What follows belongs to an exercise in optimizing a design on an open flow for small area; a production flow would make more cautious choices. Function was checked by simulation only, so behaviour that the tests miss may differ from the original. No driver is modelled on the clock port, so clocking that relies on it looks cheaper here than on a real chip. Power and IR drop assume default switching activity.

## job 6470
==> flow/design.v (excerpt) <==
module cam_top
(
  input  logic      clk,
  input  logic      rst_an,
  input  logic      write_valid,
  input  cam_pkg::cam_data_t write_data,
  output logic      wcredit,
  input  logic      search_valid,
  input  cam_pkg::cam_key_t  search_key,
  output logic      hit_valid,
  output logic      hit,
  output cam_pkg::cam_data_t hit_data
);
Size in the first run: about 8600 cells after synthesis, roughly 62 I/O pins, ~97000 um^2 of cells after synthesis.
==> flow/config.mk <==
export PLATFORM = sky130hd
export DESIGN_NAME = cam_top
export DESIGN_NICKNAME = cam_top
export VERILOG_FILES = /design/flow/design.v
export SDC_FILE = /design/flow/constraint.sdc
export NUM_CORES = 4
export LEC_CHECK = 0
export CAP_MARGIN = 20
export CORE_MARGIN = 2
export CORE_UTILIZATION = 46
export CTS_CLUSTER_DIAMETER = 60
export CTS_CLUSTER_SIZE = 30
export PLACE_DENSITY = 0.58
export SLEW_MARGIN = 20
==> flow/constraint.sdc <==
create_clock -name core_clock -period 10.0 [get_ports {clk}]
set_input_delay 2.0000 -clock core_clock [delete_from_list [all_inputs] [get_ports {clk}]]
set_output_delay 2.0000 -clock core_clock [all_outputs]
set_load 0.01 [all_outputs]
standard.sh (not shown) runs the stock make flow with config.mk's settings and CLKGATE_MAP_FILE= SYNTH_SCRIPT=/design/flow/synth_recipe.tcl, a recipe that flattens the netlist after the stock synthesis.
==> flow/flow/run.sh <==
#!/bin/bash
# The standard layout, with two changes to the clock tree:
#  - clock tree synthesis adds no dummy loads;
#  - after it, each clock buffer is given the smallest clkbuf size that
#    keeps the slew at every pin it drives under 100 ps, and long
#    signal nets are repaired to a wider slew and cap margin.
set -euo pipefail
export CTS_ARGS="-sink_clustering_enable -repair_clock_nets -dont_use_dummy_load -sink_clustering_size 24 -sink_clustering_max_diameter 90"
bash standard.sh cts > standard_cts.log 2>&1
openroad -no_init -exit flow/ckdown.tcl > ckdown.log 2>&1
bash standard.sh > standard.log 2>&1
==> flow/flow/ckdown.tcl <==
# shrink clock buffers where the slew they give stays under the limit.
set R orfs/results/$::env(FLOW_PLATFORM)/cam_top/base
set P $::env(FLOW_HOME)/platforms/$::env(FLOW_PLATFORM)
read_liberty $P/lib/sky130_fd_sc_hd__tt_025C_1v80.lib
read_db $R/4_cts.odb
read_sdc $R/4_cts.sdc
source $P/setRC.tcl
set_propagated_clock [all_clocks]
estimate_parasitics -placement
set lim 0.1
set n 0
foreach inst [get_cells -filter "ref_name =~ sky130_fd_sc_hd__clkbuf_*"] {
  set orig [get_property $inst ref_name]
  set outpin [get_pins -of_objects $inst -filter "direction==output"]
  set loads [get_pins -of_objects [get_nets -of_objects $outpin] -filter "direction==input"]
  foreach cand {sky130_fd_sc_hd__clkbuf_2 sky130_fd_sc_hd__clkbuf_4 sky130_fd_sc_hd__clkbuf_8} {
    if {$cand == $orig} break
    replace_cell $inst $cand
    set ok 1
    foreach l $loads { if {[get_property $l slew_max] > $lim} {set ok 0; break} }
    if {$ok} { incr n; break } else { replace_cell $inst $orig }
  }
}
puts "resized $n clock buffers"
# long signal nets: routed, their slew comes out well above the
# placement estimate, so repair them here to a wider margin.
set_dont_use {sky130_fd_sc_hd__probe_p_8 sky130_fd_sc_hd__probec_p_8 sky130_fd_sc_hd__lpflow_*}
estimate_parasitics -placement
repair_design -slew_margin 40 -cap_margin 40
detailed_placement
check_placement -verbose
report_worst_slack -max
report_worst_slack -min
write_db $R/4_cts.odb
Job 6470 was carried through to the last stage, and its layout satisfied the timing, design-rule and antenna checks.
#### Input delta (job 1793 over job 6470)
- swapping 0.58 for 0.62 in PLACE_DENSITY
- swapping 60 for 120 in CTS_CLUSTER_DIAMETER
- swapping 30 for 24 in CTS_CLUSTER_SIZE
- swapping 46 for 50 in CORE_UTILIZATION
diff --git a/flow/flow/run.sh b/flow/flow/run.sh
--- a/flow/flow/run.sh
+++ b/flow/flow/run.sh
@@ -7,3 +7,3 @@
 set -euo pipefail
-export CTS_ARGS="-sink_clustering_enable -repair_clock_nets -dont_use_dummy_load -sink_clustering_size 24 -sink_clustering_max_diameter 90"
+export CTS_ARGS="-sink_clustering_enable -repair_clock_nets -dont_use_dummy_load -sink_clustering_size 24 -sink_clustering_max_diameter 120"
 bash standard.sh cts > standard_cts.log 2>&1
diff --git a/flow/flow/ckdown.tcl b/flow/flow/ckdown.tcl
--- a/flow/flow/ckdown.tcl
+++ b/flow/flow/ckdown.tcl
@@ -28,3 +28,3 @@
 estimate_parasitics -placement
-repair_design -slew_margin 40 -cap_margin 40
+repair_design -slew_margin 30 -cap_margin 30
 detailed_placement
In the reports for job 6470 and job 1793, the smaller die area belongs to job 1793.
Area growth from synthesis to layout for job 1793: 1.2 points down relative to job 6470
Fmax: job 1793 below job 6470
Job 1793: sequential share of layout area 0.57 points above job 6470
Of job 6470 and job 1793, the run reporting the higher final cycle utilization of the critical path was job 1793.
Count of clock-buffer cells in the layout for job 1793: 15 down relative to job 6470
The global-route usage reported for job 1793 is greater than that of job 6470 by 4.3 points.
Cell area | job 1793 vs job 6470 | job 1793 smaller
Going from job 6470 to job 1793, count of routing violations after the opening detailed-route iteration up about 3.3%; total power down about 1.6%.
Job 6470 vs job 1793, slowest cell on the critical path: sky130_fd_sc_hd__dfxtp_4 vs sky130_fd_sc_hd__nor2_1
The following lists how job 7672 was set up differently from job 1793:
- PLACE_DENSITY: 0.62 -> 0.5
- CTS_CLUSTER_SIZE: 24 -> 30
- CTS_CLUSTER_DIAMETER: 120 -> 60
- CORE_UTILIZATION: 50 -> 40
diff --git a/flow/flow/run.sh b/flow/flow/run.sh
--- a/flow/flow/run.sh
+++ b/flow/flow/run.sh
@@ -7,3 +7,3 @@
 set -euo pipefail
-export CTS_ARGS="-sink_clustering_enable -repair_clock_nets -dont_use_dummy_load -sink_clustering_size 24 -sink_clustering_max_diameter 120"
+export CTS_ARGS="-sink_clustering_enable -repair_clock_nets -dont_use_dummy_load -sink_clustering_size 30 -sink_clustering_max_diameter 60"
 bash standard.sh cts > standard_cts.log 2>&1
diff --git a/flow/flow/ckdown.tcl b/flow/flow/ckdown.tcl
--- a/flow/flow/ckdown.tcl
+++ b/flow/flow/ckdown.tcl
@@ -28,3 +28,3 @@
 estimate_parasitics -placement
-repair_design -slew_margin 30 -cap_margin 30
+repair_design -slew_margin 40 -cap_margin 40
 detailed_placement
[summary]
Between job 7672 and job 1793, it is job 7672 whose non-clock buffer count is higher, by 22.
Number of cells on the critical path is lower on job 1793
Logic depth of the worst register-to-register path, job 7672 and job 1793: higher on job 1793
The final reports for job 7672 and job 1793 show worst setup slack after layout higher in the former.
When job 7672 is measured against job 1793, its proportion of cell area occupied by registers turns out 1.0 points lower.
Via count was lower in the run labelled job 7672.
Job 1793 tops out at a lower clock frequency than job 7672.
Clock network fraction of design power: higher on job 7672
### job 7672 -> job 9129
- CORE_UTILIZATION changed from 40 to 46
- PLACE_DENSITY changed from 0.5 to 0.58
diff --git a/flow/flow/run.sh b/flow/flow/run.sh
--- a/flow/flow/run.sh
+++ b/flow/flow/run.sh
@@ -7,3 +7,3 @@
 set -euo pipefail
-export CTS_ARGS="-sink_clustering_enable -repair_clock_nets -dont_use_dummy_load -sink_clustering_size 30 -sink_clustering_max_diameter 60"
+export CTS_ARGS="-sink_clustering_enable -repair_clock_nets -dont_use_dummy_load -sink_clustering_size 24 -sink_clustering_max_diameter 120"
 bash standard.sh cts > standard_cts.log 2>&1
==> comparison <==
Re core footprint: job 9129 is 13% down on job 7672. [diff] leakage dissipation, job 9129 relative to job 7672: improvement. Sort job 9129 and job 7672 by all-layer global routing usage, ascending, and job 7672 comes first. Compared to job 7672, job 9129 has routability congestion estimate from global placement 7.8% higher. Compare job 9129 and job 7672 | power consumption higher: job 7672.
Setup changes, job 9129 to job 507
- CTS_CLUSTER_DIAMETER: 60 -> 120
- CORE_UTILIZATION: 46 -> 50
- CTS_CLUSTER_SIZE: 30 -> 24
- PLACE_DENSITY: 0.58 -> 0.62
- Layout overhead on the synthesized area ended up 0.53 points lower on job 507 than on job 9129.
- Part of the power in combinational logic essentially unchanged between job 9129 and job 507.
- Job 507 ended up with a higher worst-margin pin slew than job 9129 did.
- Diff job 9129 -> job 507: power density over cell area comparable; switching power total lower; final cell area excluding filler cells shrank by 0.49%; final wirelength moved down; via count up 950.
- Cmp job 507 and job 9129 / die outline height / lower: job 507
- Job 507: all stages complete, timing, DRC and antenna checks passed
- In the flow results for job 507 and job 9129, the worst-case clock skew is smaller on job 507.
- When the final numbers for job 507 and job 9129 were put side by side, the number of ordinary and repair buffers in the finished layout turned out to be smaller in job 9129.
The following lists how job 3593 was set up differently from job 507:
- PLACE_DENSITY: 0.62 -> 0.58
- CTS_CLUSTER_SIZE: 24 -> 30
- CTS_CLUSTER_DIAMETER: 120 -> 60
- CORE_UTILIZATION: 50 -> 46
diff --git a/flow/flow/run.sh b/flow/flow/run.sh
--- a/flow/flow/run.sh
+++ b/flow/flow/run.sh
@@ -7,3 +7,3 @@
 set -euo pipefail
-export CTS_ARGS="-sink_clustering_enable -repair_clock_nets -dont_use_dummy_load -sink_clustering_size 24 -sink_clustering_max_diameter 120"
+export CTS_ARGS="-sink_clustering_enable -repair_clock_nets -dont_use_dummy_load -sink_clustering_size 30 -sink_clustering_max_diameter 60"
 bash standard.sh cts > standard_cts.log 2>&1
Notes after the runs:
[job 3593 vs job 507] core utilization: lower in job 3593
NOTE clock buffer instance count of the final layout job 507->job 3593 increased by more than half
Compared with job 507, job 3593 shows a lower signal arrival time at the worst endpoint.
Compared with job 507, job 3593 shows a higher growth of design area from synthesis to finish.
TritonCTS buffer count: higher on job 3593
Diff job 507 -> job 3593 | cell count | up by a few percent
Power dissipated in combinational cells: job 3593 vs job 507, no meaningful difference
Between job 3593 and job 507, cell depth of the worst flop-to-flop path is higher for job 507, job 3593 comes in under that.
Job 507 has a lower design area than job 3593.
Of job 3593 and job 507, the lower via count belongs to job 3593.

==> separate check: timing with driven ports <==
In the flow no input, the clock included, has a driving cell. The finished layouts below were timed again as built, in two steps.
Step 1, drivers: a clkbuf_16 drives clk and a buf_2 each remaining input, both assumed.
Step 2, shift: input delay + t, output delay - t, t = (earliest + latest rising clock arrival at the registers) / 2. This alone moves slack from input paths to output paths.
Three values: ideal ports, drivers, drivers and shift; two values: the first two.
run	t (ns)	setup slack, ns	worst setup path at the end	pins driven straight from the clock port
job 6470	0.937	2.589 / 2.487 / 3.200	input to register	1
job 1793	0.903	2.089 / 1.990 / 2.893	register to output	1
job 7672	0.935	2.252 / 2.154 / 3.089	register to output	1
job 9129	0.904	2.619 / 2.523 / 3.172	input to register	1
job 507	0.900	2.276 / 2.180 / 2.981	input to register	1
job 3593	0.915	2.480 / 2.384 / 3.101	input to register	1
After both steps setup and hold are still met in every run listed.
